What follows belongs to an exercise in optimizing a design on an open flow for small area and a short achievable clock period; a production flow would make more cautious choices.
At most, simulation tests tie the RTL to the original design; equivalence was not proved.
Function not checked in run 1: the RTL went through the layout flow alone.
No activity file was given, so power comes from the tool's default toggle rates.

## flow/design.v (module list and top-level ports; edited modules follow where they fit)
// module array_multiplier: 1228 lines
// module mult_fa: 10 lines
// module mult_xor: 7 lines
// module mult_xnor: 7 lines
// module mult_or: 7 lines
module array_multiplier (
	input  logic                     clk,
	input  logic                     reset,
	input  logic                     in_valid,
	input  mult_sizes_pkg::operand_t x,
	input  mult_sizes_pkg::operand_t y,
	output logic                     product_valid,
	output mult_sizes_pkg::product_t product
);
  // ...
==> flow/flow/run.sh <==
#!/bin/bash
# Layout flow: the standard ORFS flow (standard.sh, unchanged synthesis),
# with smaller port buffers and a clock tree built from clkbuf_8 without
# dummy loads. Each tool's output goes to a log file in this folder.
set -euo pipefail
export BUFFER_PORTS_ARGS="-buffer_cell sky130_fd_sc_hd__buf_1"
export CTS_ARGS="-sink_clustering_enable -repair_clock_nets -buf_list sky130_fd_sc_hd__clkbuf_8 -dont_use_dummy_load"
bash standard.sh finish > flow_make.log 2>&1
==> flow/standard.sh <==
#!/bin/bash
# synth_recipe.tcl (not shown) runs the flow's synth.tcl, then flattens the netlist and writes it again
# the make line also repeats each setting of config.mk as NAME=value (left out here)
make -C /OpenROAD-flow-scripts/flow DESIGN_CONFIG=/design/flow/config.mk WORK_HOME=/design/flow/orfs CLKGATE_MAP_FILE= SYNTH_SCRIPT=/design/flow/synth_recipe.tcl "${@:-finish}"
==> flow/config.mk <==
export PLATFORM = sky130hd
export DESIGN_NAME = array_multiplier
export DESIGN_NICKNAME = array_multiplier
export VERILOG_FILES = /design/flow/design.v
export SDC_FILE = /design/flow/constraint.sdc
export NUM_CORES = 4
export LEC_CHECK = 0
export CAP_MARGIN = 20
export CORE_MARGIN = 2
export CORE_UTILIZATION = 40
export SETUP_SLACK_MARGIN = 2.8
export SLEW_MARGIN = 20
export SYNTH_HIERARCHICAL = 1
==> flow/constraint.sdc <==
create_clock -name core_clock -period 6.0 [get_ports {clk}]
set_input_delay 1.2000 -clock core_clock [delete_from_list [all_inputs] [get_ports {clk}]]
set_output_delay 1.2000 -clock core_clock [all_outputs]
set_load 0.01 [all_outputs]
==> results by group, run 1 <==
Synth
  – Top-count cell post-synth: nand2_1
  – Top cell type's share of synthesized area: between 40% and 50%
  – Mapped Cells: around 840

Placed design
  – Post-Place Setup Slack: about 1.8 ns
  – Routability congestion estimate: 0.848

Clock network
  – CTS H-tree depth: 4
  – Clock sinks: roughly 140
  – Post-CTS Resized: around 120
  – CTS tree: yes

Floorplan
  – Initial Util: approximately two fifths
  – Core ar.: between 0.02 and 0.025 sq mm

Worst setup path
  – Worst flop-to-flop path endpoint: r1016$_DFF_P_
  – R2r worst-path depth: 9

Detailed routing
  – WL met1: between 9000 and 10000 microns
  – Routed length on met3: 1930 microns
  – Vias per std cell: between 5 and 6
  – Final WL: around 22000 microns
  – Top layer in use: met4

Worst hold path
  – WHS Path Cells: 0
  – Hold Crit Class: reg2reg
  – Hold Path Origin: r1041$_DFF_P_

Pwr
  – Maximum VDD drop: approximately 0.3 mV
  – Overall power: roughly 5.8 mW
  – Switching pwr: between 2 and 2.5 mW

Layout
  – Clock network area share: between 2 and 2.5%
  – Clk_buf instances: 17
  – Antenna cells: 0
  – Design area: roughly 0.010 sq mm
  – Share of cells above drive strength 1: between 10% and 20%
  – Nonclk buf count: between 70 and 80

Global route
  – Vias in the first global route: roughly 6600
  – Met3 usage: under 10%
  – Congestion Overflow GR: 0
  – Initial antenna violation count: 0

Outcome
  – Status: finished clean
==> inputs of run 2 (changes only) <==
--- a/flow/design.v
+++ b/flow/design.v
@@ -155,18 +155,32 @@
 	logic r1032;
 	logic r1033;
 	logic r1034;
 	logic r1035;
 	logic r1036;
 	logic r1037;
 	logic r1038;
 	logic r1039;
+	logic r1040;
 	logic r1041;
+	logic r1042;
 	logic r1043;
+	logic r1044;
+	logic r1045;
+	logic r1046;
+	logic r1047;
+	logic r1048;
+	logic r1049;
+	logic r1050;
+	logic r1051;
+	logic r1052;
+	logic r1053;
+	logic r1055;
+	logic r1057;
 	wire pp1 = ~(x[0] & y[0]);
 	wire pp2 = ~(x[1] & y[0]);
 	wire pp3 = ~(x[2] & y[0]);
 	wire pp4 = ~(x[3] & y[0]);
 	wire pp5 = ~(x[4] & y[0]);
 	wire pp6 = ~(x[5] & y[0]);
 	wire pp7 = ~(x[6] & y[0]);
 	wire pp8 = ~(x[7] & y[0]);
@@ -474,54 +488,54 @@
 	mult_fa u_s303 (.a(pp99), .b(pp114), .c(pp129), .s(s303), .co(c304));
 	wire s305, c306;
 	mult_fa u_s305 (.a(c288), .b(c290), .c(s299), .s(s305), .co(c306));
 	wire s307, c308;
 	mult_fa u_s307 (.a(s301), .b(s303), .c(c292), .s(s307), .co(c308));
 	wire s309, c310;
 	mult_fa u_s309 (.a(c294), .b(s305), .c(s307), .s(s309), .co(c310));
 	wire s311, c312;
-	mult_xnor u_s311 (.a(r922), .b(r923), .y(s311));
-	mult_or u_c312 (.a(r922), .b(r923), .y(c312));
+	mult_xnor u_s311 (.a(c296), .b(c298), .y(s311));
+	mult_or u_c312 (.a(c296), .b(c298), .y(c312));
 	wire s313, c314;
 	mult_fa u_s313 (.a(pp10), .b(pp25), .c(pp40), .s(s313), .co(c314));
 	wire s315, c316;
 	mult_fa u_s315 (.a(pp55), .b(pp70), .c(pp85), .s(s315), .co(c316));
 	wire s317, c318;
 	mult_fa u_s317 (.a(pp100), .b(pp115), .c(pp130), .s(s317), .co(c318));
 	wire s319, c320;
 	mult_fa u_s319 (.a(pp145), .b(c300), .c(c302), .s(s319), .co(c320));
 	wire s321, c322;
 	mult_fa u_s321 (.a(c304), .b(s313), .c(s315), .s(s321), .co(c322));
 	wire s323, c324;
 	mult_fa u_s323 (.a(s317), .b(c306), .c(s319), .s(s323), .co(c324));
 	wire s325, c326;
-	mult_fa u_s325 (.a(s321), .b(c308), .c(s323), .s(s325), .co(c326));
+	mult_fa u_s325 (.a(r922), .b(r923), .c(r924), .s(s325), .co(c326));
 	wire s327, c328;
-	mult_xnor u_s327 (.a(r924), .b(c312), .y(s327));
-	mult_or u_c328 (.a(r924), .b(c312), .y(c328));
+	mult_xnor u_s327 (.a(r925), .b(r926), .y(s327));
+	mult_or u_c328 (.a(r925), .b(r926), .y(c328));
 	wire s329, c330;
 	mult_fa u_s329 (.a(pp11), .b(pp26), .c(pp41), .s(s329), .co(c330));
 	wire s331, c332;
 	mult_fa u_s331 (.a(pp56), .b(pp71), .c(pp86), .s(s331), .co(c332));
 	wire s333, c334;
 	mult_fa u_s333 (.a(pp101), .b(pp116), .c(pp131), .s(s333), .co(c334));
 	wire s335, c336;
 	mult_fa u_s335 (.a(pp146), .b(pp161), .c(c314), .s(s335), .co(c336));
 	wire s337, c338;
 	mult_fa u_s337 (.a(c316), .b(c318), .c(s329), .s(s337), .co(c338));
 	wire s339, c340;
 	mult_fa u_s339 (.a(s331), .b(s333), .c(c320), .s(s339), .co(c340));
 	wire s341, c342;
 	mult_fa u_s341 (.a(c322), .b(s335), .c(s337), .s(s341), .co(c342));
 	wire s343, c344;
-	mult_fa u_s343 (.a(r925), .b(r926), .c(r927), .s(s343), .co(c344));
+	mult_fa u_s343 (.a(r927), .b(r928), .c(r929), .s(s343), .co(c344));
 	wire s345, c346;
-	mult_xnor u_s345 (.a(c328), .b(r928), .y(s345));
-	mult_or u_c346 (.a(c328), .b(r928), .y(c346));
+	mult_xnor u_s345 (.a(c328), .b(c326), .y(s345));
+	mult_or u_c346 (.a(c328), .b(c326), .y(c346));
 	wire s347, c348;
 	mult_fa u_s347 (.a(pp12), .b(pp27), .c(pp42), .s(s347), .co(c348));
 	wire s349, c350;
 	mult_fa u_s349 (.a(pp57), .b(pp72), .c(pp87), .s(s349), .co(c350));
 	wire s351, c352;
 	mult_fa u_s351 (.a(pp102), .b(pp117), .c(pp132), .s(s351), .co(c352));
 	wire s353, c354;
 	mult_fa u_s353 (.a(pp147), .b(pp162), .c(pp177), .s(s353), .co(c354));
@@ -529,17 +543,17 @@
 	mult_fa u_s355 (.a(c330), .b(c332), .c(c334), .s(s355), .co(c356));
 	wire s357, c358;
 	mult_fa u_s357 (.a(s347), .b(s349), .c(s351), .s(s357), .co(c358));
 	wire s359, c360;
 	mult_fa u_s359 (.a(s353), .b(c336), .c(c338), .s(s359), .co(c360));
 	wire s361, c362;
 	mult_fa u_s361 (.a(s355), .b(s357), .c(c340), .s(s361), .co(c362));
 	wire s363, c364;
-	mult_fa u_s363 (.a(r929), .b(r930), .c(r931), .s(s363), .co(c364));
+	mult_fa u_s363 (.a(r930), .b(r931), .c(r932), .s(s363), .co(c364));
 	wire s365, c366;
 	mult_xnor u_s365 (.a(c344), .b(s363), .y(s365));
 	mult_or u_c366 (.a(c344), .b(s363), .y(c366));
 	wire s367, c368;
 	mult_fa u_s367 (.a(pp13), .b(pp28), .c(pp43), .s(s367), .co(c368));
 	wire s369, c370;
 	mult_fa u_s369 (.a(pp58), .b(pp73), .c(pp88), .s(s369), .co(c370));
 	wire s371, c372;
@@ -552,17 +566,17 @@
 	mult_fa u_s377 (.a(c352), .b(c354), .c(s367), .s(s377), .co(c378));
 	wire s379, c380;
 	mult_fa u_s379 (.a(s369), .b(s371), .c(s373), .s(s379), .co(c380));
 	wire s381, c382;
 	mult_fa u_s381 (.a(c356), .b(c358), .c(s375), .s(s381), .co(c382));
 	wire s383, c384;
 	mult_fa u_s383 (.a(s377), .b(s379), .c(c360), .s(s383), .co(c384));
 	wire s385, c386;
-	mult_fa u_s385 (.a(r932), .b(r933), .c(r934), .s(s385), .co(c386));
+	mult_fa u_s385 (.a(r933), .b(r934), .c(r935), .s(s385), .co(c386));
 	wire s387, c388;
 	mult_xnor u_s387 (.a(c364), .b(s385), .y(s387));
 	mult_or u_c388 (.a(c364), .b(s385), .y(c388));
 	wire s389, c390;
 	mult_fa u_s389 (.a(pp14), .b(pp29), .c(pp44), .s(s389), .co(c390));
 	wire s391, c392;
 	mult_fa u_s391 (.a(pp59), .b(pp74), .c(pp89), .s(s391), .co(c392));
 	wire s393, c394;
@@ -575,22 +589,22 @@
 	mult_fa u_s399 (.a(c370), .b(c372), .c(c374), .s(s399), .co(c400));
 	wire s401, c402;
 	mult_fa u_s401 (.a(s389), .b(s391), .c(s393), .s(s401), .co(c402));
 	wire s403, c404;
 	mult_fa u_s403 (.a(s395), .b(c376), .c(c378), .s(s403), .co(c404));
 	wire s405, c406;
 	mult_fa u_s405 (.a(c380), .b(s397), .c(s399), .s(s405), .co(c406));
 	wire s407, c408;
-	mult_fa u_s407 (.a(s401), .b(c382), .c(s403), .s(s407), .co(c408));
+	mult_fa u_s407 (.a(r936), .b(r937), .c(r938), .s(s407), .co(c408));
 	wire s409, c410;
-	mult_fa u_s409 (.a(r935), .b(r936), .c(c386), .s(s409), .co(c410));
+	mult_fa u_s409 (.a(r939), .b(r940), .c(c386), .s(s409), .co(c410));
 	wire s411, c412;
-	mult_xnor u_s411 (.a(r937), .b(c388), .y(s411));
-	mult_or u_c412 (.a(r937), .b(c388), .y(c412));
+	mult_xnor u_s411 (.a(s407), .b(c388), .y(s411));
+	mult_or u_c412 (.a(s407), .b(c388), .y(c412));
 	wire s413, c414;
 	mult_fa u_s413 (.a(pp15), .b(pp30), .c(pp45), .s(s413), .co(c414));
 	wire s415, c416;
 	mult_fa u_s415 (.a(pp60), .b(pp75), .c(pp90), .s(s415), .co(c416));
 	wire s417, c418;
 	mult_fa u_s417 (.a(pp105), .b(pp120), .c(pp135), .s(s417), .co(c418));
 	wire s419, c420;
 	mult_fa u_s419 (.a(pp150), .b(pp165), .c(pp180), .s(s419), .co(c420));
@@ -602,19 +616,19 @@
 	mult_fa u_s425 (.a(c396), .b(s413), .c(s415), .s(s425), .co(c426));
 	wire s427, c428;
 	mult_fa u_s427 (.a(s417), .b(s419), .c(s421), .s(s427), .co(c428));
 	wire s429, c430;
 	mult_fa u_s429 (.a(c398), .b(c400), .c(c402), .s(s429), .co(c430));
 	wire s431, c432;
 	mult_fa u_s431 (.a(s423), .b(s425), .c(s427), .s(s431), .co(c432));
 	wire s433, c434;
-	mult_fa u_s433 (.a(c404), .b(c406), .c(s429), .s(s433), .co(c434));
+	mult_fa u_s433 (.a(r941), .b(r942), .c(r943), .s(s433), .co(c434));
 	wire s435, c436;
-	mult_fa u_s435 (.a(r938), .b(r939), .c(r940), .s(s435), .co(c436));
+	mult_fa u_s435 (.a(r944), .b(c408), .c(s433), .s(s435), .co(c436));
 	wire s437, c438;
 	mult_xnor u_s437 (.a(c410), .b(c412), .y(s437));
 	mult_or u_c438 (.a(c410), .b(c412), .y(c438));
 	wire s439, c440;
 	mult_fa u_s439 (.a(pp16), .b(pp31), .c(pp46), .s(s439), .co(c440));
 	wire s441, c442;
 	mult_fa u_s441 (.a(pp61), .b(pp76), .c(pp91), .s(s441), .co(c442));
 	wire s443, c444;
@@ -631,19 +645,19 @@
 	mult_fa u_s453 (.a(s439), .b(s441), .c(s443), .s(s453), .co(c454));
 	wire s455, c456;
 	mult_fa u_s455 (.a(s445), .b(s447), .c(c424), .s(s455), .co(c456));
 	wire s457, c458;
 	mult_fa u_s457 (.a(c426), .b(c428), .c(s449), .s(s457), .co(c458));
 	wire s459, c460;
 	mult_fa u_s459 (.a(s451), .b(s453), .c(c430), .s(s459), .co(c460));
 	wire s461, c462;
-	mult_fa u_s461 (.a(s455), .b(c432), .c(s457), .s(s461), .co(c462));
+	mult_fa u_s461 (.a(r945), .b(r946), .c(r947), .s(s461), .co(c462));
 	wire s463, c464;
-	mult_fa u_s463 (.a(r941), .b(r942), .c(r943), .s(s463), .co(c464));
+	mult_fa u_s463 (.a(r948), .b(c434), .c(s461), .s(s463), .co(c464));
 	wire s465, c466;
 	mult_xnor u_s465 (.a(c436), .b(s463), .y(s465));
 	mult_or u_c466 (.a(c436), .b(s463), .y(c466));
 	wire s467, c468;
 	mult_fa u_s467 (.a(pp32), .b(pp47), .c(pp62), .s(s467), .co(c468));
 	wire s469, c470;
 	mult_fa u_s469 (.a(pp77), .b(pp92), .c(pp107), .s(s469), .co(c470));
 	wire s471, c472;
@@ -660,19 +674,19 @@
 	mult_fa u_s481 (.a(s469), .b(s471), .c(s473), .s(s481), .co(c482));
 	wire s483, c484;
 	mult_fa u_s483 (.a(s475), .b(c450), .c(c452), .s(s483), .co(c484));
 	wire s485, c486;
 	mult_fa u_s485 (.a(c454), .b(s477), .c(s479), .s(s485), .co(c486));
 	wire s487, c488;
 	mult_fa u_s487 (.a(s481), .b(c456), .c(c458), .s(s487), .co(c488));
 	wire s489, c490;
-	mult_fa u_s489 (.a(r944), .b(r945), .c(r946), .s(s489), .co(c490));
+	mult_fa u_s489 (.a(r949), .b(r950), .c(r951), .s(s489), .co(c490));
 	wire s491, c492;
-	mult_fa u_s491 (.a(r947), .b(r948), .c(s489), .s(s491), .co(c492));
+	mult_fa u_s491 (.a(r952), .b(c462), .c(s489), .s(s491), .co(c492));
 	wire s493, c494;
 	mult_xnor u_s493 (.a(c464), .b(s491), .y(s493));
 	mult_or u_c494 (.a(c464), .b(s491), .y(c494));
 	wire s495, c496;
 	mult_fa u_s495 (.a(pp48), .b(pp63), .c(pp78), .s(s495), .co(c496));
 	wire s497, c498;
 	mult_fa u_s497 (.a(pp93), .b(pp108), .c(pp123), .s(s497), .co(c498));
 	wire s499, c500;
@@ -687,21 +701,21 @@
 	mult_fa u_s507 (.a(c476), .b(s495), .c(s497), .s(s507), .co(c508));
 	wire s509, c510;
 	mult_fa u_s509 (.a(s499), .b(s501), .c(c478), .s(s509), .co(c510));
 	wire s511, c512;
 	mult_fa u_s511 (.a(c480), .b(c482), .c(s503), .s(s511), .co(c512));
 	wire s513, c514;
 	mult_fa u_s513 (.a(s505), .b(s507), .c(c484), .s(s513), .co(c514));
 	wire s515, c516;
-	mult_fa u_s515 (.a(s509), .b(c486), .c(s511), .s(s515), .co(c516));
+	mult_fa u_s515 (.a(r953), .b(r954), .c(r955), .s(s515), .co(c516));
 	wire s517, c518;
-	mult_fa u_s517 (.a(r949), .b(r950), .c(c490), .s(s517), .co(c518));
+	mult_fa u_s517 (.a(r956), .b(r957), .c(c490), .s(s517), .co(c518));
 	wire s519, c520;
-	mult_fa u_s519 (.a(r951), .b(s517), .c(c492), .s(s519), .co(c520));
+	mult_fa u_s519 (.a(s515), .b(s517), .c(c492), .s(s519), .co(c520));
 	wire s521, c522;
 	mult_fa u_s521 (.a(pp64), .b(pp79), .c(pp94), .s(s521), .co(c522));
 	wire s523, c524;
 	mult_fa u_s523 (.a(pp109), .b(pp124), .c(pp139), .s(s523), .co(c524));
 	wire s525, c526;
 	mult_fa u_s525 (.a(pp154), .b(pp169), .c(pp184), .s(s525), .co(c526));
 	wire s527, c528;
 	mult_fa u_s527 (.a(pp199), .b(pp214), .c(pp229), .s(s527), .co(c528));
@@ -711,21 +725,21 @@
 	mult_fa u_s531 (.a(c500), .b(c502), .c(s521), .s(s531), .co(c532));
 	wire s533, c534;
 	mult_fa u_s533 (.a(s523), .b(s525), .c(s527), .s(s533), .co(c534));
 	wire s535, c536;
 	mult_fa u_s535 (.a(c504), .b(c506), .c(c508), .s(s535), .co(c536));
 	wire s537, c538;
 	mult_fa u_s537 (.a(s529), .b(s531), .c(s533), .s(s537), .co(c538));
 	wire s539, c540;
-	mult_fa u_s539 (.a(c510), .b(c512), .c(s535), .s(s539), .co(c540));
+	mult_fa u_s539 (.a(r958), .b(r959), .c(r960), .s(s539), .co(c540));
 	wire s541, c542;
-	mult_fa u_s541 (.a(r952), .b(r953), .c(r954), .s(s541), .co(c542));
+	mult_fa u_s541 (.a(r961), .b(r962), .c(c516), .s(s541), .co(c542));
 	wire s543, c544;
-	mult_fa u_s543 (.a(r955), .b(c518), .c(s541), .s(s543), .co(c544));
+	mult_fa u_s543 (.a(s539), .b(c518), .c(s541), .s(s543), .co(c544));
 	wire s545, c546;
 	mult_fa u_s545 (.a(pp80), .b(pp95), .c(pp110), .s(s545), .co(c546));
 	wire s547, c548;
 	mult_fa u_s547 (.a(pp125), .b(pp140), .c(pp155), .s(s547), .co(c548));
 	wire s549, c550;
 	mult_fa u_s549 (.a(pp170), .b(pp185), .c(pp200), .s(s549), .co(c550));
 	wire s551, c552;
 	mult_fa u_s551 (.a(pp215), .b(pp230), .c(pp245), .s(s551), .co(c552));
@@ -735,19 +749,19 @@
 	mult_fa u_s555 (.a(c528), .b(s545), .c(s547), .s(s555), .co(c556));
 	wire s557, c558;
 	mult_fa u_s557 (.a(s549), .b(s551), .c(c530), .s(s557), .co(c558));
 	wire s559, c560;
 	mult_fa u_s559 (.a(c532), .b(c534), .c(s553), .s(s559), .co(c560));
 	wire s561, c562;
 	mult_fa u_s561 (.a(s555), .b(c536), .c(s557), .s(s561), .co(c562));
 	wire s563, c564;
-	mult_fa u_s563 (.a(r956), .b(r957), .c(r958), .s(s563), .co(c564));
+	mult_fa u_s563 (.a(r963), .b(r964), .c(r965), .s(s563), .co(c564));
 	wire s565, c566;
-	mult_fa u_s565 (.a(r959), .b(s563), .c(c542), .s(s565), .co(c566));
+	mult_fa u_s565 (.a(c540), .b(s563), .c(c542), .s(s565), .co(c566));
 	wire s567, c568;
 	mult_fa u_s567 (.a(pp96), .b(pp111), .c(pp126), .s(s567), .co(c568));
 	wire s569, c570;
 	mult_fa u_s569 (.a(pp141), .b(pp156), .c(pp171), .s(s569), .co(c570));
 	wire s571, c572;
 	mult_fa u_s571 (.a(pp186), .b(pp201), .c(pp216), .s(s571), .co(c572));
 	wire s573, c574;
 	mult_fa u_s573 (.a(pp231), .b(pp246), .c(c546), .s(s573), .co(c574));
@@ -755,97 +769,97 @@
 	mult_fa u_s575 (.a(c548), .b(c550), .c(c552), .s(s575), .co(c576));
 	wire s577, c578;
 	mult_fa u_s577 (.a(s567), .b(s569), .c(s571), .s(s577), .co(c578));
 	wire s579, c580;
 	mult_fa u_s579 (.a(c554), .b(c556), .c(s573), .s(s579), .co(c580));
 	wire s581, c582;
 	mult_fa u_s581 (.a(s575), .b(s577), .c(c558), .s(s581), .co(c582));
 	wire s583, c584;
-	mult_fa u_s583 (.a(r960), .b(r961), .c(r962), .s(s583), .co(c584));
+	mult_fa u_s583 (.a(r966), .b(r967), .c(r968), .s(s583), .co(c584));
 	wire s585, c586;
-	mult_fa u_s585 (.a(r963), .b(c564), .c(s583), .s(s585), .co(c586));
+	mult_fa u_s585 (.a(r969), .b(c564), .c(s583), .s(s585), .co(c586));
 	wire s587, c588;
 	mult_fa u_s587 (.a(pp112), .b(pp127), .c(pp142), .s(s587), .co(c588));
 	wire s589, c590;
 	mult_fa u_s589 (.a(pp157), .b(pp172), .c(pp187), .s(s589), .co(c590));
 	wire s591, c592;
 	mult_fa u_s591 (.a(pp202), .b(pp217), .c(pp232), .s(s591), .co(c592));
 	wire s593, c594;
 	mult_fa u_s593 (.a(pp247), .b(c568), .c(c570), .s(s593), .co(c594));
 	wire s595, c596;
 	mult_fa u_s595 (.a(c572), .b(s587), .c(s589), .s(s595), .co(c596));
 	wire s597, c598;
 	mult_fa u_s597 (.a(s591), .b(c574), .c(c576), .s(s597), .co(c598));
 	wire s599, c600;
 	mult_fa u_s599 (.a(c578), .b(s593), .c(s595), .s(s599), .co(c600));
 	wire s601, c602;
-	mult_fa u_s601 (.a(r964), .b(r965), .c(r966), .s(s601), .co(c602));
+	mult_fa u_s601 (.a(r970), .b(r971), .c(r972), .s(s601), .co(c602));
 	wire s603, c604;
-	mult_fa u_s603 (.a(r967), .b(c584), .c(s601), .s(s603), .co(c604));
+	mult_fa u_s603 (.a(r973), .b(c584), .c(s601), .s(s603), .co(c604));
 	wire s605, c606;
 	mult_fa u_s605 (.a(pp128), .b(pp143), .c(pp158), .s(s605), .co(c606));
 	wire s607, c608;
 	mult_fa u_s607 (.a(pp173), .b(pp188), .c(pp203), .s(s607), .co(c608));
 	wire s609, c610;
 	mult_fa u_s609 (.a(pp218), .b(pp233), .c(pp248), .s(s609), .co(c610));
 	wire s611, c612;
 	mult_fa u_s611 (.a(c588), .b(c590), .c(c592), .s(s611), .co(c612));
 	wire s613, c614;
 	mult_fa u_s613 (.a(s605), .b(s607), .c(s609), .s(s613), .co(c614));
 	wire s615, c616;
 	mult_fa u_s615 (.a(c594), .b(c596), .c(s611), .s(s615), .co(c616));
 	wire s617, c618;
-	mult_fa u_s617 (.a(s613), .b(c598), .c(c600), .s(s617), .co(c618));
+	mult_fa u_s617 (.a(r974), .b(r975), .c(r976), .s(s617), .co(c618));
 	wire s619, c620;
-	mult_fa u_s619 (.a(r968), .b(c602), .c(r969), .s(s619), .co(c620));
+	mult_fa u_s619 (.a(r977), .b(c602), .c(s617), .s(s619), .co(c620));
 	wire s621, c622;
 	mult_fa u_s621 (.a(pp144), .b(pp159), .c(pp174), .s(s621), .co(c622));
 	wire s623, c624;
 	mult_fa u_s623 (.a(pp189), .b(pp204), .c(pp219), .s(s623), .co(c624));
 	wire s625, c626;
 	mult_fa u_s625 (.a(pp234), .b(pp249), .c(c606), .s(s625), .co(c626));
 	wire s627, c628;
 	mult_fa u_s627 (.a(c608), .b(c610), .c(s621), .s(s627), .co(c628));
 	wire s629, c630;
 	mult_fa u_s629 (.a(s623), .b(c612), .c(c614), .s(s629), .co(c630));
 	wire s631, c632;
 	mult_fa u_s631 (.a(s625), .b(s627), .c(c616), .s(s631), .co(c632));
 	wire s633, c634;
-	mult_fa u_s633 (.a(r970), .b(r971), .c(r972), .s(s633), .co(c634));
+	mult_fa u_s633 (.a(r978), .b(r979), .c(c618), .s(s633), .co(c634));
 	wire s635, c636;
 	mult_fa u_s635 (.a(pp160), .b(pp175), .c(pp190), .s(s635), .co(c636));
 	wire s637, c638;
 	mult_fa u_s637 (.a(pp205), .b(pp220), .c(pp235), .s(s637), .co(c638));
 	wire s639, c640;
 	mult_fa u_s639 (.a(pp250), .b(c622), .c(c624), .s(s639), .co(c640));
 	wire s641, c642;
 	mult_fa u_s641 (.a(s635), .b(s637), .c(c626), .s(s641), .co(c642));
 	wire s643, c644;
 	mult_fa u_s643 (.a(c628), .b(s639), .c(c630), .s(s643), .co(c644));
 	wire s645, c646;
-	mult_fa u_s645 (.a(r973), .b(r974), .c(r975), .s(s645), .co(c646));
+	mult_fa u_s645 (.a(r980), .b(r981), .c(r982), .s(s645), .co(c646));
 	wire s647, c648;
 	mult_fa u_s647 (.a(pp176), .b(pp191), .c(pp206), .s(s647), .co(c648));
 	wire s649, c650;
 	mult_fa u_s649 (.a(pp221), .b(pp236), .c(pp251), .s(s649), .co(c650));
 	wire s651, c652;
 	mult_fa u_s651 (.a(c636), .b(c638), .c(s647), .s(s651), .co(c652));
 	wire s653, c654;
 	mult_fa u_s653 (.a(s649), .b(c640), .c(s651), .s(s653), .co(c654));
 	wire s655, c656;
-	mult_fa u_s655 (.a(r976), .b(r977), .c(r978), .s(s655), .co(c656));
+	mult_fa u_s655 (.a(r983), .b(r984), .c(r985), .s(s655), .co(c656));
 	wire s657, c658;
 	mult_fa u_s657 (.a(pp192), .b(pp207), .c(pp222), .s(s657), .co(c658));
 	wire s659, c660;
 	mult_fa u_s659 (.a(pp237), .b(pp252), .c(c648), .s(s659), .co(c660));
 	wire s661, c662;
 	mult_fa u_s661 (.a(c650), .b(s657), .c(c652), .s(s661), .co(c662));
 	wire s663, c664;
-	mult_fa u_s663 (.a(s659), .b(c654), .c(s661), .s(s663), .co(c664));
+	mult_fa u_s663 (.a(r986), .b(r987), .c(r988), .s(s663), .co(c664));
 	wire s665, c666;
 	mult_fa u_s665 (.a(pp208), .b(pp223), .c(pp238), .s(s665), .co(c666));
 	wire s667, c668;
 	mult_fa u_s667 (.a(pp253), .b(c658), .c(s665), .s(s667), .co(c668));
 	wire s669, c670;
 	mult_fa u_s669 (.a(c660), .b(s667), .c(c662), .s(s669), .co(c670));
 	wire s671, c672;
 	mult_fa u_s671 (.a(pp224), .b(pp239), .c(pp254), .s(s671), .co(c672));
@@ -863,20 +877,20 @@
 	wire g684 = s267 & s265;
 	wire p685 = s267 ^ s265;
 	wire g686 = s273 & s275;
 	wire p687 = s273 ^ s275;
 	wire g688 = s285 & s283;
 	wire p689 = s285 ^ s283;
 	wire g690 = s295 & s297;
 	wire p691 = s295 ^ s297;
-	wire g692 = s311 & r979;
-	wire p693 = s311 ^ r979;
-	wire g694 = s327 & r980;
-	wire p695 = s327 ^ r980;
+	wire g692 = r989 & r990;
+	wire p693 = r989 ^ r990;
+	wire g694 = s327 & s325;
+	wire p695 = s327 ^ s325;
 	wire g696 = s343 & s345;
 	wire p697 = s343 ^ s345;
 	wire g698 = c346 & s365;
 	wire p699 = c346 ^ s365;
 	wire g700 = c366 & s387;
 	wire p701 = c366 ^ s387;
 	wire g702 = s409 & s411;
 	wire p703 = s409 ^ s411;
@@ -899,35 +913,35 @@
 	wire g720 = c604 & s619;
 	wire p721 = c604 ^ s619;
 	wire g722 = s633 & c620;
 	wire p723 = s633 ^ c620;
 	wire g724 = s645 & c634;
 	wire p725 = s645 ^ c634;
 	wire g726 = c646 & s655;
 	wire p727 = c646 ^ s655;
-	wire g728 = c656 & r981;
-	wire p729 = c656 ^ r981;
-	wire g730 = r982 & r983;
-	wire p731 = r982 ^ r983;
-	wire g732 = s673 & c670;
-	wire p733 = s673 ^ c670;
+	wire g728 = c656 & s663;
+	wire p729 = c656 ^ s663;
+	wire g730 = r991 & c664;
+	wire p731 = r991 ^ c664;
+	wire g732 = r992 & r993;
+	wire p733 = r992 ^ r993;
 	wire g734 = s675 & c674;
 	wire p735 = s675 ^ c674;
 	wire g736 = pp256 & c676;
 	wire p737 = pp256 ^ c676;
 	wire q738 = pp1 | t677;
 	wire q739 = g678 | (p679 & q738);
 	wire a740 = p679 & t677;
 	wire q741 = g682 | (p683 & g680);
 	wire a742 = p683 & p681;
-	wire q743 = r984 | (r985 & r986);
-	wire a744 = r985 & r987;
-	wire q745 = r988 | (r989 & r990);
-	wire a746 = r989 & r991;
+	wire q743 = g686 | (p687 & g684);
+	wire a744 = r994 & r995;
+	wire q745 = r996 | (r997 & r998);
+	wire a746 = r997 & r999;
 	wire q747 = g694 | (p695 & g692);
 	wire a748 = p695 & p693;
 	wire q749 = g698 | (p699 & g696);
 	wire a750 = p699 & p697;
 	wire q751 = g702 | (p703 & g700);
 	wire a752 = p703 & p701;
 	wire q753 = g706 | (p707 & g704);
 	wire a754 = p707 & p705;
@@ -938,310 +952,324 @@
 	wire q759 = g718 | (p719 & g716);
 	wire a760 = p719 & p717;
 	wire q761 = g722 | (p723 & g720);
 	wire a762 = p723 & p721;
 	wire q763 = g726 | (p727 & g724);
 	wire a764 = p727 & p725;
 	wire q765 = g730 | (p731 & g728);
 	wire a766 = p731 & p729;
-	wire q767 = r992 | (r993 & r994);
-	wire a768 = r993 & r995;
+	wire q767 = r1000 | (r1001 & g732);
+	wire a768 = r1001 & p733;
 	wire q769 = g680 | (p681 & q739);
 	wire a770 = p681 & a740;
 	wire q771 = q741 | (a742 & q739);
 	wire a772 = a742 & a740;
-	wire q773 = r990 | (r991 & q743);
-	wire a774 = r991 & a744;
-	wire q775 = q745 | (a746 & q743);
+	wire q773 = r998 | (r999 & r1002);
+	wire a774 = r999 & a744;
+	wire q775 = q745 | (a746 & r1002);
 	wire a776 = a746 & a744;
 	wire q777 = g696 | (p697 & q747);
 	wire a778 = p697 & a748;
 	wire q779 = q749 | (a750 & q747);
 	wire a780 = a750 & a748;
 	wire q781 = g704 | (p705 & q751);
 	wire a782 = p705 & a752;
 	wire q783 = q753 | (a754 & q751);
 	wire a784 = a754 & a752;
-	wire q785 = g712 | (p713 & q755);
-	wire a786 = p713 & a756;
+	wire q785 = r1003 | (r1004 & r1005);
+	wire a786 = r1004 & r1006;
 	wire q787 = q757 | (a758 & q755);
 	wire a788 = a758 & a756;
 	wire q789 = g720 | (p721 & q759);
 	wire a790 = p721 & a760;
 	wire q791 = q761 | (a762 & q759);
 	wire a792 = a762 & a760;
 	wire q793 = g728 | (p729 & q763);
-	wire a794 = r996 & r997;
+	wire a794 = p729 & a764;
 	wire q795 = q765 | (a766 & q763);
 	wire a796 = a766 & a764;
-	wire q797 = r998 | (r999 & q767);
-	wire a798 = r999 & a768;
-	wire q799 = r986 | (r987 & r1000);
-	wire a800 = r987 & r1001;
-	wire q801 = q743 | (a744 & r1000);
-	wire a802 = a744 & r1001;
-	wire q803 = q773 | (a774 & r1000);
-	wire a804 = a774 & r1001;
-	wire q805 = q775 | (a776 & r1000);
-	wire a806 = a776 & r1001;
+	wire q797 = r1007 | (r1008 & q767);
+	wire a798 = r1008 & a768;
+	wire q799 = g684 | (p685 & q771);
+	wire a800 = r995 & r1009;
+	wire q801 = r1002 | (a744 & r1010);
+	wire a802 = a744 & r1009;
+	wire q803 = q773 | (a774 & r1010);
+	wire a804 = a774 & r1009;
+	wire q805 = q775 | (a776 & r1010);
+	wire a806 = a776 & r1009;
 	wire q807 = g700 | (p701 & q779);
 	wire a808 = p701 & a780;
 	wire q809 = q751 | (a752 & q779);
 	wire a810 = a752 & a780;
 	wire q811 = q781 | (a782 & q779);
 	wire a812 = a782 & a780;
 	wire q813 = q783 | (a784 & q779);
 	wire a814 = a784 & a780;
-	wire q815 = g716 | (p717 & q787);
-	wire a816 = p717 & a788;
+	wire q815 = r1011 | (r1012 & r1013);
+	wire a816 = r1012 & r1014;
 	wire q817 = q759 | (a760 & q787);
-	wire a818 = a760 & a788;
+	wire a818 = r1015 & r1014;
 	wire q819 = q789 | (a790 & q787);
-	wire a820 = a790 & a788;
+	wire a820 = r1016 & r1014;
 	wire q821 = q791 | (a792 & q787);
-	wire a822 = a792 & a788;
-	wire q823 = r994 | (r995 & q795);
-	wire a824 = r1002 & r1003;
+	wire a822 = r1017 & r1014;
+	wire q823 = g732 | (p733 & q795);
+	wire a824 = p733 & a796;
 	wire q825 = q767 | (a768 & q795);
 	wire a826 = a768 & a796;
 	wire q827 = q797 | (a798 & q795);
-	wire a828 = a798 & a796;
+	wire a828 = r1018 & r1019;
 	wire q829 = g692 | (p693 & q805);
 	wire a830 = p693 & a806;
 	wire q831 = q747 | (a748 & q805);
 	wire a832 = a748 & a806;
 	wire q833 = q777 | (a778 & q805);
 	wire a834 = a778 & a806;
 	wire q835 = q779 | (a780 & q805);
 	wire a836 = a780 & a806;
 	wire q837 = q807 | (a808 & q805);
 	wire a838 = a808 & a806;
 	wire q839 = q809 | (a810 & q805);
 	wire a840 = a810 & a806;
 	wire q841 = q811 | (a812 & q805);
 	wire a842 = a812 & a806;
 	wire q843 = q813 | (a814 & q805);
 	wire a844 = a814 & a806;
-	wire q845 = g724 | (p725 & q821);
-	wire a846 = r1004 & r1005;
-	wire q847 = q763 | (a764 & q821);
-	wire a848 = r997 & r1005;
-	wire q849 = r1006 | (a794 & r1007);
-	wire a850 = a794 & r1005;
-	wire q851 = q795 | (a796 & q821);
-	wire a852 = r1003 & r1005;
-	wire q853 = r1008 | (a824 & r1007);
-	wire a854 = a824 & r1005;
-	wire q855 = r1009 | (r1010 & r1007);
-	wire a856 = r1010 & r1005;
-	wire q857 = q827 | (a828 & q821);
-	wire a858 = r1011 & r1005;
-	wire q859 = r1012 | (r1013 & r1014);
-	wire a860 = r1013 & r1015;
-	wire q861 = q755 | (a756 & q843);
-	wire a862 = a756 & a844;
-	wire q863 = q785 | (a786 & q843);
-	wire a864 = a786 & a844;
-	wire q865 = q787 | (a788 & q843);
-	wire a866 = a788 & a844;
-	wire q867 = q815 | (a816 & q843);
-	wire a868 = a816 & a844;
-	wire q869 = q817 | (a818 & q843);
-	wire a870 = a818 & a844;
-	wire q871 = q819 | (a820 & q843);
-	wire a872 = a820 & a844;
-	wire q873 = r1007 | (r1005 & r1014);
-	wire a874 = a822 & a844;
-	wire q875 = r1016 | (a846 & r1014);
-	wire a876 = a846 & r1015;
-	wire q877 = r1017 | (a848 & r1014);
-	wire a878 = a848 & r1015;
-	wire q879 = q849 | (a850 & r1014);
-	wire a880 = a850 & r1015;
-	wire q881 = r1018 | (a852 & r1014);
-	wire a882 = a852 & r1015;
-	wire q883 = q853 | (a854 & r1014);
-	wire a884 = a854 & r1015;
-	wire q885 = q855 | (a856 & r1014);
-	wire a886 = a856 & r1015;
-	wire q887 = r1019 | (a858 & r1014);
-	wire a888 = a858 & r1015;
-	wire t889 = ~r1021;
+	wire q845 = r1020 | (r1021 & r1022);
+	wire a846 = r1021 & a822;
+	wire q847 = r1023 | (r1024 & r1022);
+	wire a848 = r1024 & a822;
+	wire q849 = r1025 | (r1026 & r1022);
+	wire a850 = r1026 & a822;
+	wire q851 = r1027 | (r1019 & r1022);
+	wire a852 = r1019 & a822;
+	wire q853 = r1028 | (r1029 & r1022);
+	wire a854 = r1029 & a822;
+	wire q855 = r1030 | (r1031 & r1022);
+	wire a856 = r1031 & a822;
+	wire q857 = r1032 | (a828 & r1022);
+	wire a858 = a828 & a822;
+	wire q859 = r1033 | (r1034 & r1035);
+	wire a860 = r1034 & r1036;
+	wire q861 = r1005 | (r1006 & r1035);
+	wire a862 = r1006 & r1036;
+	wire q863 = q785 | (a786 & r1035);
+	wire a864 = a786 & r1036;
+	wire q865 = r1013 | (r1014 & r1035);
+	wire a866 = r1014 & r1036;
+	wire q867 = q815 | (a816 & r1035);
+	wire a868 = a816 & r1036;
+	wire q869 = r1037 | (a818 & r1035);
+	wire a870 = a818 & r1036;
+	wire q871 = r1038 | (a820 & r1035);
+	wire a872 = a820 & r1036;
+	wire q873 = r1022 | (a822 & r1035);
+	wire a874 = a822 & r1036;
+	wire q875 = q845 | (a846 & r1035);
+	wire a876 = a846 & r1036;
+	wire q877 = q847 | (a848 & r1035);
+	wire a878 = a848 & r1036;
+	wire q879 = q849 | (a850 & r1035);
+	wire a880 = a850 & r1036;
+	wire q881 = q851 | (a852 & r1035);
+	wire a882 = a852 & r1036;
+	wire q883 = q853 | (a854 & r1035);
+	wire a884 = a854 & r1036;
+	wire q885 = q855 | (a856 & r1035);
+	wire a886 = a856 & r1036;
+	wire q887 = q857 | (a858 & r1035);
+	wire a888 = a858 & r1036;
+	wire t889 = ~r1040;
 	assign product[0] = ~t889;
 	wire x891;
 	mult_xnor u_x891 (.a(p679), .b(q738), .y(x891));
 	wire x892;
 	mult_xnor u_x892 (.a(p681), .b(q739), .y(x892));
 	wire x893;
 	mult_xnor u_x893 (.a(p683), .b(q769), .y(x893));
 	wire x894;
-	mult_xnor u_x894 (.a(r987), .b(r1000), .y(x894));
+	mult_xnor u_x894 (.a(r995), .b(r1010), .y(x894));
 	wire x895;
-	mult_xnor u_x895 (.a(r985), .b(q799), .y(x895));
+	mult_xnor u_x895 (.a(r994), .b(r1041), .y(x895));
 	wire x896;
-	mult_xnor u_x896 (.a(r991), .b(q801), .y(x896));
+	mult_xnor u_x896 (.a(r999), .b(q801), .y(x896));
 	wire x897;
-	mult_xnor u_x897 (.a(r989), .b(q803), .y(x897));
+	mult_xnor u_x897 (.a(r997), .b(q803), .y(x897));
 	wire x898;
 	mult_xnor u_x898 (.a(p693), .b(q805), .y(x898));
 	wire x899;
 	mult_xnor u_x899 (.a(p695), .b(q829), .y(x899));
 	wire x900;
 	mult_xnor u_x900 (.a(p697), .b(q831), .y(x900));
 	wire x901;
 	mult_xnor u_x901 (.a(p699), .b(q833), .y(x901));
 	wire x902;
 	mult_xnor u_x902 (.a(p701), .b(q835), .y(x902));
 	wire x903;
 	mult_xnor u_x903 (.a(p703), .b(q837), .y(x903));
 	wire x904;
 	mult_xnor u_x904 (.a(p705), .b(q839), .y(x904));
 	wire x905;
 	mult_xnor u_x905 (.a(p707), .b(q841), .y(x905));
-	mult_xnor u_x906 (.a(r1013), .b(r1014), .y(product[16]));
-	mult_xnor u_x907 (.a(r1022), .b(q859), .y(product[17]));
-	mult_xnor u_x908 (.a(r1023), .b(r1024), .y(product[18]));
-	mult_xnor u_x909 (.a(r1025), .b(r1026), .y(product[19]));
-	mult_xnor u_x910 (.a(r1027), .b(r1028), .y(product[20]));
-	mult_xnor u_x911 (.a(r1029), .b(r1030), .y(product[21]));
-	mult_xnor u_x912 (.a(r1031), .b(r1032), .y(product[22]));
-	mult_xnor u_x913 (.a(r1033), .b(r1034), .y(product[23]));
-	mult_xnor u_x914 (.a(r1004), .b(q873), .y(product[24]));
-	mult_xnor u_x915 (.a(r1035), .b(q875), .y(product[25]));
-	mult_xnor u_x916 (.a(r996), .b(q877), .y(product[26]));
-	mult_xnor u_x917 (.a(r1036), .b(q879), .y(product[27]));
-	mult_xnor u_x918 (.a(r1002), .b(q881), .y(product[28]));
-	mult_xnor u_x919 (.a(r1037), .b(q883), .y(product[29]));
-	mult_xnor u_x920 (.a(r1038), .b(q885), .y(product[30]));
+	mult_xnor u_x906 (.a(r1034), .b(r1035), .y(product[16]));
+	mult_xnor u_x907 (.a(r1042), .b(q859), .y(product[17]));
+	mult_xnor u_x908 (.a(r1004), .b(q861), .y(product[18]));
+	mult_xnor u_x909 (.a(r1043), .b(q863), .y(product[19]));
+	mult_xnor u_x910 (.a(r1012), .b(q865), .y(product[20]));
+	mult_xnor u_x911 (.a(r1044), .b(q867), .y(product[21]));
+	mult_xnor u_x912 (.a(r1045), .b(q869), .y(product[22]));
+	mult_xnor u_x913 (.a(r1046), .b(q871), .y(product[23]));
+	mult_xnor u_x914 (.a(r1021), .b(q873), .y(product[24]));
+	mult_xnor u_x915 (.a(r1047), .b(q875), .y(product[25]));
+	mult_xnor u_x916 (.a(r1048), .b(q877), .y(product[26]));
+	mult_xnor u_x917 (.a(r1049), .b(q879), .y(product[27]));
+	mult_xnor u_x918 (.a(r1050), .b(q881), .y(product[28]));
+	mult_xnor u_x919 (.a(r1051), .b(q883), .y(product[29]));
+	mult_xnor u_x920 (.a(r1052), .b(q885), .y(product[30]));
 	assign product[31] = ~q887;
 	always_ff @(posedge clk) begin
-		r922 <= c296;
-		r923 <= c298;
-		r924 <= c310;
-		r925 <= c324;
-		r926 <= s339;
-		r927 <= s341;
-		r928 <= c326;
-		r929 <= c342;
-		r930 <= s359;
-		r931 <= s361;
-		r932 <= s381;
-		r933 <= c362;
-		r934 <= s383;
-		r935 <= s405;
-		r936 <= c384;
-		r937 <= s407;
-		r938 <= s431;
-		r939 <= c408;
-		r940 <= s433;
-		r941 <= s459;
-		r942 <= c434;
-		r943 <= s461;
-		r944 <= s483;
-		r945 <= s485;
-		r946 <= c460;
-		r947 <= s487;
-		r948 <= c462;
-		r949 <= c488;
-		r950 <= s513;
-		r951 <= s515;
-		r952 <= s537;
-		r953 <= c514;
-		r954 <= c516;
-		r955 <= s539;
-		r956 <= c538;
-		r957 <= s559;
-		r958 <= s561;
-		r959 <= c540;
-		r960 <= c560;
-		r961 <= s579;
-		r962 <= c562;
-		r963 <= s581;
-		r964 <= c580;
-		r965 <= s597;
-		r966 <= s599;
-		r967 <= c582;
-		r968 <= s615;
-		r969 <= s617;
-		r970 <= s629;
-		r971 <= s631;
-		r972 <= c618;
-		r973 <= s641;
-		r974 <= c632;
-		r975 <= s643;
-		r976 <= c642;
-		r977 <= s653;
-		r978 <= c644;
-		r979 <= s309;
-		r980 <= s325;
-		r981 <= s663;
-		r982 <= s669;
-		r983 <= c664;
-		r984 <= g686;
-		r985 <= p687;
-		r986 <= g684;
-		r987 <= p685;
-		r988 <= g690;
-		r989 <= p691;
-		r990 <= g688;
-		r991 <= p689;
-		r992 <= g734;
-		r993 <= p735;
-		r994 <= g732;
-		r995 <= p733;
-		r996 <= p729;
-		r997 <= a764;
-		r998 <= g736;
-		r999 <= p737;
-		r1000 <= q771;
-		r1001 <= a772;
-		r1002 <= r995;
-		r1003 <= a796;
-		r1004 <= p725;
-		r1005 <= a822;
-		r1006 <= q793;
-		r1007 <= q821;
-		r1008 <= q823;
-		r1009 <= q825;
-		r1010 <= a826;
-		r1011 <= a828;
-		r1012 <= g708;
-		r1013 <= p709;
-		r1014 <= q843;
-		r1015 <= a844;
-		r1016 <= q845;
-		r1017 <= q847;
-		r1018 <= q851;
-		r1019 <= q857;
-		r1020 <= t677;
-		r1021 <= r1020;
-		r1022 <= p711;
-		r1023 <= p713;
-		r1024 <= q861;
-		r1025 <= p715;
-		r1026 <= q863;
-		r1027 <= p717;
-		r1028 <= q865;
-		r1029 <= p719;
-		r1030 <= q867;
-		r1031 <= p721;
-		r1032 <= q869;
-		r1033 <= p723;
-		r1034 <= q871;
-		r1035 <= p727;
-		r1036 <= p731;
-		r1037 <= r993;
-		r1038 <= r999;
-		r1039 <= x891;
-		product[1] <= r1039;
-		r1041 <= x892;
-		product[2] <= r1041;
-		r1043 <= x893;
-		product[3] <= r1043;
+		r922 <= s321;
+		r923 <= c308;
+		r924 <= s323;
+		r925 <= c310;
+		r926 <= c312;
+		r927 <= c324;
+		r928 <= s339;
+		r929 <= s341;
+		r930 <= c342;
+		r931 <= s359;
+		r932 <= s361;
+		r933 <= s381;
+		r934 <= c362;
+		r935 <= s383;
+		r936 <= s401;
+		r937 <= c382;
+		r938 <= s403;
+		r939 <= s405;
+		r940 <= c384;
+		r941 <= c404;
+		r942 <= c406;
+		r943 <= s429;
+		r944 <= s431;
+		r945 <= s455;
+		r946 <= c432;
+		r947 <= s457;
+		r948 <= s459;
+		r949 <= s483;
+		r950 <= s485;
+		r951 <= c460;
+		r952 <= s487;
+		r953 <= s509;
+		r954 <= c486;
+		r955 <= s511;
+		r956 <= c488;
+		r957 <= s513;
+		r958 <= c510;
+		r959 <= c512;
+		r960 <= s535;
+		r961 <= s537;
+		r962 <= c514;
+		r963 <= c538;
+		r964 <= s559;
+		r965 <= s561;
+		r966 <= c560;
+		r967 <= s579;
+		r968 <= c562;
+		r969 <= s581;
+		r970 <= c580;
+		r971 <= s597;
+		r972 <= s599;
+		r973 <= c582;
+		r974 <= s613;
+		r975 <= c598;
+		r976 <= c600;
+		r977 <= s615;
+		r978 <= s629;
+		r979 <= s631;
+		r980 <= s641;
+		r981 <= c632;
+		r982 <= s643;
+		r983 <= c642;
+		r984 <= s653;
+		r985 <= c644;
+		r986 <= s659;
+		r987 <= c654;
+		r988 <= s661;
+		r989 <= s311;
+		r990 <= s309;
+		r991 <= s669;
+		r992 <= s673;
+		r993 <= c670;
+		r994 <= p687;
+		r995 <= p685;
+		r996 <= g690;
+		r997 <= p691;
+		r998 <= g688;
+		r999 <= p689;
+		r1000 <= g734;
+		r1001 <= p735;
+		r1002 <= q743;
+		r1003 <= g712;
+		r1004 <= p713;
+		r1005 <= q755;
+		r1006 <= a756;
+		r1007 <= g736;
+		r1008 <= p737;
+		r1009 <= a772;
+		r1010 <= q771;
+		r1011 <= g716;
+		r1012 <= p717;
+		r1013 <= q787;
+		r1014 <= a788;
+		r1015 <= a760;
+		r1016 <= a790;
+		r1017 <= a792;
+		r1018 <= a798;
+		r1019 <= a796;
+		r1020 <= g724;
+		r1021 <= p725;
+		r1022 <= q821;
+		r1023 <= q763;
+		r1024 <= a764;
+		r1025 <= q793;
+		r1026 <= a794;
+		r1027 <= q795;
+		r1028 <= q823;
+		r1029 <= a824;
+		r1030 <= q825;
+		r1031 <= a826;
+		r1032 <= q827;
+		r1033 <= g708;
+		r1034 <= p709;
+		r1035 <= q843;
+		r1036 <= a844;
+		r1037 <= q817;
+		r1038 <= q819;
+		r1039 <= t677;
+		r1040 <= r1039;
+		r1041 <= q799;
+		r1042 <= p711;
+		r1043 <= p715;
+		r1044 <= p719;
+		r1045 <= p721;
+		r1046 <= p723;
+		r1047 <= p727;
+		r1048 <= p729;
+		r1049 <= p731;
+		r1050 <= p733;
+		r1051 <= r1001;
+		r1052 <= r1008;
+		r1053 <= x891;
+		product[1] <= r1053;
+		r1055 <= x892;
+		product[2] <= r1055;
+		r1057 <= x893;
+		product[3] <= r1057;
 		product[4] <= x894;
 		product[5] <= x895;
 		product[6] <= x896;
 		product[7] <= x897;
 		product[8] <= x898;
 		product[9] <= x899;
 		product[10] <= x900;
 		product[11] <= x901;
==> flow/config.mk (replaced) <==
export PLATFORM = sky130hd
export DESIGN_NAME = array_multiplier
export DESIGN_NICKNAME = array_multiplier
export VERILOG_FILES = /design/flow/design.v
export SDC_FILE = /design/flow/constraint.sdc
export NUM_CORES = 4
export LEC_CHECK = 0
export CAP_MARGIN = 20
export CORE_MARGIN = 2
export CORE_UTILIZATION = 40
export SETUP_SLACK_MARGIN = 3.0
export SLEW_MARGIN = 20
export SYNTH_HIERARCHICAL = 1
==> run 2 against run 1 <==
Compared with the run above: still clean; clock power rose by 7.9%; synthesized cell count fell by 0.48%; area after synthesis rose by 1.7%; routed wire length rose by 0.41%; fmax rose by 6.7%; register-to-register slack improved by 0.28 ns; via count fell by 2.1%; first-iteration DRC count fell by 13%; die area rose by 1.7%; critical path type unchanged.
==> results by group, run 2 <==
Global route
  – Vias in the first global route: 6634 (was 6580)
  – First-pass GRT wire length: 35400 microns (was 35000 microns)
  – Congestion Overflow GR: 0 (unchanged)
  – Largest net degree at the start of global routing: 17 (was 18)
  – Initial antenna violation count: 0 (unchanged)
  – Global Route Usage Sum: 18.9% (was 19.0%)

Detailed routing
  – DRT iter0 DRCs: 315 (was 360)
  – Initial DRT Pass Iterations: 4 (was 5)
  – Final WL: 21800 microns (about the same)
  – Post-route ant nets: 0 (unchanged)
  – Via count: 5917 (was 6045)
  – Drc violations: 0 (unchanged)
  – Wire per inst: 18.5 microns (was 18.4 microns)
  – Vias per std cell: 5.00 (was 5.12)

Pwr
  – Leak pwr: 3.97 nW (was 3.75 nW)
  – Maximum VDD drop: 0.272 mV (was 0.304 mV)
  – Power density cells: 501 mW/mm^2 (was 552 mW/mm^2)
  – Overall power: 5.40 mW (was 5.77 mW)

Clock network
  – Root Driver: clkbuf_8 (unchanged)
  – CTS tree: yes (unchanged)
  – Clock sinks: 149 (was 135)
  – Skew-Pair Late Insertion Delay: 0.46 ns (about the same)
  – Clock-pin slew on the worst setup and hold paths: 0.07 ns (about the same)
  – Post-CTS Hold Buffers: 0 (unchanged)
  – Clock Path Buffers: 2 (unchanged)
  – Cts bufs inserted: 17 (unchanged)
  – CTS H-tree depth: 4 (unchanged)

Layout
  – Post-Layout Cell Count: 1184 (was 1181)
  – Number of flip-flops in the largest register: 15 (unchanged)
  – Layout net count: 1127 (was 1130)
  – Most frequent cells in the layout: 228 x nand2_1, 148 x dfxtp_1, 115 x fa_1 (was 244 x nand2_1, 134 x dfxtp_1, 121 x fa_1)
  – Post-layout util: 46.1% (was 45.9%)
  – Antenna cells: 0 (unchanged)
  – Reg with most FFs: product (unchanged)
  – Share of cells above drive strength 1: 20.7% (was 18.9%)
  – Multi-input gate area: 0.00665 sq mm (was 0.00670 sq mm)
  – Most common cell after layout, fill and taps aside: nand2_1 (unchanged)
  – Area Overhead vs Synth: 13.4% (was 11.8%)
  – Register Area: 0.00298 sq mm (was 0.00270 sq mm)
  – Fillers: 2188 (was 2103)

Worst setup path
  – WP data required: 6.39 ns (was 6.30 ns)
  – Worst R2R Setup Slack: 3.17 ns (was 2.89 ns)
  – Worst flop-to-flop path endpoint: r1022$_DFF_P_ (was r1016$_DFF_P_)
  – Critical path peak fanout: 6 (was 10)
  – Setup Crit Path Kind: in2reg (unchanged)
  – R2r worst-path depth: 8 (was 9)
  – Worst path arrival time: 3.39 ns (was 3.50 ns)
  – Worst setup EP type: register (unchanged)
  – R2R Path Start: r949$_DFF_P_ (was r944$_DFF_P_)
  – Startpoint class of the critical path: primary input (unchanged)

Synth
  – Synthesized area per cell: 11.4 sq um (was 11.1 sq um)
  – Library cells used by synthesis: 35 (was 42)
  – Share of the yosys chip area belonging to registers: 31.4% (was 28.9%)
  – Most instantiated cells after synthesis: 257 x nand2_1, 195 x fa_1, 149 x dfxtp_1 (was 263 x nand2_1, 195 x fa_1, 135 x dfxtp_1)
  – Largest area contributor in the netlist: fa_1 (unchanged)
  – Syn. warnings: 7 (unchanged)
  – Synth Net Count: 1097 (was 1101)
  – Async SR Flop Fraction: 0% (unchanged)
  – Post-synthesis register bit count: 149 (was 135)
  – Top cell type's share of synthesized area: 41.0% (was 41.8%)
  – Area contributors post-synth: fa_1 41%, dfxtp_1 31%, nand2_1 10% (was fa_1 42%, dfxtp_1 29%, nand2_1 11%)
  – Mapped Cells: 837 (was 841)
  – EDFF count, synth: 0 (unchanged)
  – Post-Syn Area: 0.00951 sq mm (was 0.00935 sq mm)
  – Top-count cell post-synth: nand2_1 (unchanged)
  – Ys flop type: dfxtp_1 (unchanged)

Worst hold path
  – Hold Crit Class: reg2reg (unchanged)
  – Hold Path Origin: r1055$_DFF_P_ (was r1041$_DFF_P_)
  – Hold Crit Endpoint: product[2]$_DFF_P_ (unchanged)
  – WHS Path Cells: 0 (unchanged)

STA
  – Setup TNS: 0 ns (unchanged)
  – Final number of max-transition violations: 0 (unchanged)
  – Fin. Hold Viols: 0 (unchanged)
  – Unrepaired setup endpoints after global routing: false (was true)
  – Peak Freq: 333 MHz (was 312 MHz)
  – Fin crit period: 3.01 ns (was 3.21 ns)
  – Fin crit share: 50.1% (was 53.5%)
  – Final Hold Slack: 0.326 ns (was 0.327 ns)
  – Final setup viols: 0 (unchanged)
  – Skew final: 0.0298 ns (was 0.0516 ns)

Outcome
  – Status: finished clean (unchanged)

Placed design
  – HPWL after detailed placement: 15400 microns (was 15800 microns)
  – Routability congestion estimate: 0.814 (was 0.848)
  – Dpl cells: 1164 (unchanged)
  – IO buf count: 67 (unchanged)

Floorplan
  – Initial Util: 40.6% (was 41.0%)
  – Core ar.: 0.0234 sq mm (was 0.0228 sq mm)
  – Die height: 158 microns (was 157 microns)
  – Die W: 158 microns (was 157 microns)
  – FP Rows: 56 (was 55)
  – Top Ports: 68 (unchanged)
  – Full die area: 0.0250 sq mm (was 0.0246 sq mm)

Job
  – Max Cap Violations: 0 (unchanged)
-- run 2: cell count changes after synthesis, moves of 3 or more --
cell     delta
dfxtp_1    +14
nor2_1      -7
a21o_1      +6
a21oi_1     -6
nand2_1     -6
and3_1      +5
and2_1      +4
o21ai_0     -3
-- run 2: Yosys stat by module (local to each module, per instance) --
| module | area [sq um] | cells inside | flops+latches |
|---|---|---|---|
| mult_xnor | 8.76 | 1 | 0 |
| array_multiplier | 5120 | 582 | 149 |
| mult_or | 6.26 | 1 | 0 |
| mult_fa | 20.0 | 1 | 0 |
-- run 2: layout make-up --
cell class	count	area share, %
sequential	149	27.7
timing repair buffer	73	4.72
clock buffer	17	2.17
tap	319	3.70
multi-input combinational	622	61.6
inverter	4	0.139
-- run 2: power breakdown --
group / switching [mW] / internal (mW)
Clock: 0.336 / 0.250
Sequential: 0.183 / 1.46
Combinational: 1.63 / 1.54
-- run 2: how the worst max path moves through the flow --
stage               start      endpoint
floorplan           x[15]  r965$_DFF_P_
global placement     x[4]  r989$_DFF_P_
detailed placement   x[7]  r997$_DFF_P_
CTS                  x[7]  r997$_DFF_P_
global route         y[5]  r989$_DFF_P_
finish               y[5]  r948$_DFF_P_
-- run 2: metal layers --
layer | global-route usage [%] | routed length, microns
met1 | 26.6 | 9660
met2 | 28.5 | 9770
met3 | 5.58 | 2140
met4 | 5.49 | 276
met5 | 0 | 0
-- run 2: per-stage QoR --
stage | worst slack (ns) | area [sq um]
2_1_floorplan | 2.68 | 10600
3_3_place_gp | 1.91 | 10300
3_5_place_dp | 1.85 | 10300
4_1_cts | 2.98 | 10700
5_1_grt | 2.99 | 10800
6_report | 2.99 | 10800
-- run 2: logic make-up after synthesis --
family / synth area share (%)
other: 0.0394
buffers and inverters: 2.64
AOI/OAI and AO/OA: 3.81
adders and majority gates: 45.0
DFF: 31.4
xor gates and xnor gates: 4.14
and+or+nand+nor: 13.0
-- run 2: repair_timing --
action | in CTS | in global routing
setup buffers | 0 | 2
gates resized for setup | 145 | 23
hold endpoints to repair | 0 | 0
pin swaps | 0 | 2
cloned | 0 | 1
setup endpoints to repair | 81 | 16
-- run 2: critical path, cell delays in order --
cell      delay [ns]
clkbuf_2        0.16
buf_12          0.15
buf_4           0.14
nand2_2         0.07
fa_2            0.40
fa_2            0.35
fa_2            0.39
fa_2            0.52
==> inputs of run 3 (changes only) <==
--- a/flow/config.mk
+++ b/flow/config.mk
@@ -10,3 +10,3 @@
 export CORE_UTILIZATION = 40
-export SETUP_SLACK_MARGIN = 3.0
+export SETUP_SLACK_MARGIN = 2.8
 export SLEW_MARGIN = 20
==> run 3 against run 2 <==
Compared with the run above: utilization decreased by 1.5 points; register-to-register slack is essentially flat; clock skew is 0.0050 ns higher; sequential power about the same; highest routed layer unchanged.
==> results by group, run 3 <==
Outcome
  – Status: finished clean (unchanged)

STA
  – Peak Freq: 318 MHz (was 333 MHz)
  – Fin crit period: 3.14 ns (was 3.01 ns)
  – Skew final: 0.0347 ns (was 0.0298 ns)
  – Final Hold Slack: 0.340 ns (was 0.326 ns)
  – Final setup viols: 0 (unchanged)
  – Unrepaired setup endpoints after global routing: false (unchanged)
  – Fin. Hold Viols: 0 (unchanged)
  – Final number of max-transition violations: 0 (unchanged)
  – Setup WS post-layout: 2.86 ns (was 2.99 ns)
  – Fin crit share: 52.4% (was 50.1%)
  – Setup TNS: 0 ns (unchanged)

Detailed routing
  – Initial DRT Pass Iterations: 7 (was 4)
  – Drc violations: 0 (unchanged)
  – Final WL: 21300 microns (was 21800 microns)
  – Vias per std cell: 5.00 (about the same)
  – Wire per inst: 18.0 microns (was 18.5 microns)
  – Via count: 5913 (was 5917)
  – DRT iter0 DRCs: 383 (was 315)
  – Post-route ant nets: 0 (unchanged)

Synth
  – Async SR Flop Fraction: 0% (unchanged)
  – Syn. warnings: 7 (unchanged)
  – Synth Net Count: 1097 (unchanged)
  – EDFF count, synth: 0 (unchanged)
  – Share of the yosys chip area belonging to registers: 31.4% (unchanged)
  – Area contributors post-synth: fa_1 41%, dfxtp_1 31%, nand2_1 10% (unchanged)
  – Synthesized area per cell: 11.4 sq um (unchanged)
  – Top-count cell post-synth: nand2_1 (unchanged)
  – Mapped Cells: 837 (unchanged)
  – Top cell type's share of synthesized area: 41.0% (unchanged)
  – Post-synthesis register bit count: 149 (unchanged)
  – Library cells used by synthesis: 35 (unchanged)
  – Post-Syn Area: 0.00951 sq mm (unchanged)
  – Ys flop type: dfxtp_1 (unchanged)
  – Largest area contributor in the netlist: fa_1 (unchanged)
  – Most instantiated cells after synthesis: 257 x nand2_1, 195 x fa_1, 149 x dfxtp_1 (unchanged)

Pwr
  – Maximum VDD drop: 0.229 mV (was 0.272 mV)
  – Leak pwr: 3.85 nW (was 3.97 nW)
  – Power density cells: 508 mW/mm^2 (was 501 mW/mm^2)

Placed design
  – IO buf count: 67 (unchanged)
  – HPWL after detailed placement: 15300 microns (was 15400 microns)
  – Routability congestion estimate: 0.859 (was 0.814)
  – Post-Place Setup Slack: 1.91 ns (was 1.85 ns)

Layout
  – Layout net count: 1126 (was 1127)
  – Number of flip-flops in the largest register: 15 (unchanged)
  – Most common cell after layout, fill and taps aside: nand2_1 (unchanged)
  – Area Overhead vs Synth: 9.70% (was 13.4%)
  – Reg with most FFs: product (unchanged)
  – Post-layout util: 44.6% (was 46.1%)
  – Most frequent cells in the layout: 246 x nand2_1, 149 x dfxtp_1, 140 x fa_1 (was 228 x nand2_1, 148 x dfxtp_1, 115 x fa_1)
  – Antenna cells: 0 (unchanged)
  – Share of cells above drive strength 1: 14.8% (was 20.7%)

Global route
  – Initial antenna violation count: 0 (unchanged)
  – Congestion Overflow GR: 0 (unchanged)
  – Largest net degree at the start of global routing: 17 (unchanged)
  – Global Route Usage Sum: 18.5% (was 18.9%)
  – First-pass GRT wire length: 34400 microns (was 35400 microns)
  – Vias in the first global route: 6512 (was 6634)

Floorplan
  – Initial Util: 40.6% (unchanged)
  – Full die area: 0.0250 sq mm (unchanged)
  – Core ar.: 0.0234 sq mm (unchanged)
  – Die W: 158 microns (unchanged)
  – FP Rows: 56 (unchanged)
  – Top Ports: 68 (unchanged)
  – Die height: 158 microns (unchanged)

Worst setup path
  – Slowest CP cell: fa_2 (unchanged)
  – Most frequent CP cell: or2_1 (was fa_2)
  – Setup Crit Path Kind: in2reg (unchanged)
  – Critical path peak fanout: 16 (was 6)
  – Critical path cell sequence: buf_2 > nand2_1 > fa_2 > fa_2 > or2_1 > or2_1 > or2_1 > or2_1 (was clkbuf_2 > buf_12 > buf_4 > nand2_2 > fa_2 > fa_2 > fa_2 > fa_2)
  – Worst setup EP type: register (unchanged)
  – Worst R2R Setup Slack: 3.16 ns (was 3.17 ns)
  – Worst path arrival time: 3.46 ns (was 3.39 ns)
  – WP data required: 6.32 ns (was 6.39 ns)
  – CP peak stage delay: 0.41 ns (was 0.52 ns)
  – Startpoint class of the critical path: primary input (unchanged)

Clock network
  – Clock sinks: 149 (unchanged)
  – Root Driver: clkbuf_8 (unchanged)
  – Post-CTS Setup Inserts: 0 (unchanged)
  – Clock Path Buffers: 2 (unchanged)
  – CTS H-tree depth: 4 (unchanged)
  – Skew-Pair Late Insertion Delay: 0.45 ns (was 0.46 ns)
  – Cts bufs inserted: 17 (unchanged)
  – CTS tree: yes (unchanged)
  – Clock-pin slew on the worst setup and hold paths: 0.06 ns (was 0.07 ns)

Worst hold path
  – Hold Crit Class: reg2reg (unchanged)

Job
  – Max Cap Violations: 0 (unchanged)
## run 3: cell counts after synthesis
No cell type changed its count.
## run 3: final cells by class
class | count | area [sq um]
fill | 2233 | 13000
multi-input combinational | 622 | 6460
sequential | 149 | 2980
tap | 319 | 399
timing repair buffer | 72 | 345
clock buffer | 17 | 234
inverter | 4 | 15.0
## run 3: timing repair
| action | in CTS | in global routing |
|---|---|---|
| endpoints found under the hold margin | 0 | 0 |
| gates resized for setup | 75 | 25 |
| hold buffers | 0 | 0 |
| setup endpoints to repair | 59 | 17 |
## run 3: path summary, 6_finish.rpt
path	from	end	cells past startpoint
max	x[3]	r926$_DFF_P_	8
min	r1053$_DFF_P_	product[1]$_DFF_P_	0
max reg2reg	r949$_DFF_P_	r1022$_DFF_P_	8
min reg2reg	r1053$_DFF_P_	product[1]$_DFF_P_	0
## run 3: modules after synthesis, one instance, submodules excluded
module	cells	area, sq um	copies in the design	flip-flops and latches
mult_fa	1	20.0	195	0
array_multiplier	582	5120	1	149
mult_xnor	1	8.76	45	0
mult_or	1	6.26	15	0
## run 3: stage by stage
| step | total power, mW | std cells | instance area [sq um] |
|---|---|---|---|
| 4_1_cts | 5.42 | 1183 | 10500 |
| 2_1_floorplan | 4.02 | 837 | 10300 |
| 3_5_place_dp | 4.82 | 1166 | 10100 |
| 5_1_grt | 5.90 | 1183 | 10400 |
| 6_report | 5.30 | 1183 | 10400 |
| 3_3_place_gp | 4.80 | 1166 | 10100 |
## run 3: cell families (layout without fill, tap and decap cells)
group | Yosys count | in the layout | synth area share [%]
and+or+nand+nor | 302 | 302 | 13.0
adders and majority gates | 225 | 225 | 45.0
xor gates and xnor gates | 45 | 45 | 4.14
buffers and inverters | 66 | 93 | 2.64
DFF | 149 | 149 | 31.4
AOI/OAI and AO/OA | 49 | 49 | 3.81
other | 1 | 1 | 0.0394
## run 3: routing by layer
layer  share of wire, %  global-route usage, %  vias to the layer above
li1                   -                      -                     2614
met1                 44                   25.6                     3042
met2                 46                   29.1                      242
met3                9.4                   4.85                       15
met4               0.91                   4.68                        0
met5                  0                      0                        -
## run 3: worst max-delay path, delay by kind of cell
family	cells	cell delay (ns)
and+or+nand+nor	5	1.14
adders and majority gates	2	0.79
buffers and inverters	1	0.33
## run 3: where the power goes
group / leakage, nW / switching [mW] / internal, mW / total (mW)
Sequential: 1.25 / 0.175 / 1.46 / 1.63
Combinational: 2.48 / 1.60 / 1.49 / 3.09
Clock: 0.122 / 0.324 / 0.250 / 0.574
Total: 3.85 / 2.10 / 3.20 / 5.30

-- port drivers added, routing unchanged --
How much do the figures lean on ideal ports? The routed layouts below were timed once more, with nothing changed but the port constraints.
Step 1 assumes that a clkbuf_16 drives the clock port and a buf_2 every other input.
Step 2, shift: input delay + t, output delay - t, t = (earliest + latest rising clock arrival at the registers) / 2. This alone moves slack from input paths to output paths.
a / b / c = ideal ports / drivers / drivers and shift; a / b = the first two.
run	t (ns)	setup slack, ns	worst setup path after step 2	worst register clock-pin slew, ns	worst data-port slew with drivers (ns)
run 1	0.474	2.791 / 2.800 / 2.326	input to register	0.11 / 0.11	0.04
run 2	0.483	2.993 / 3.003 / 2.520	input to register	0.09 / 0.09	0.06
run 3	0.476	2.855 / 2.875 / 2.399	input to register	0.10 / 0.10	0.04
After both steps every run listed still meets setup and hold. The setup slack of run 2, which loses most, moves by +0.010 ns with the drivers and by -0.473 ns with both steps.
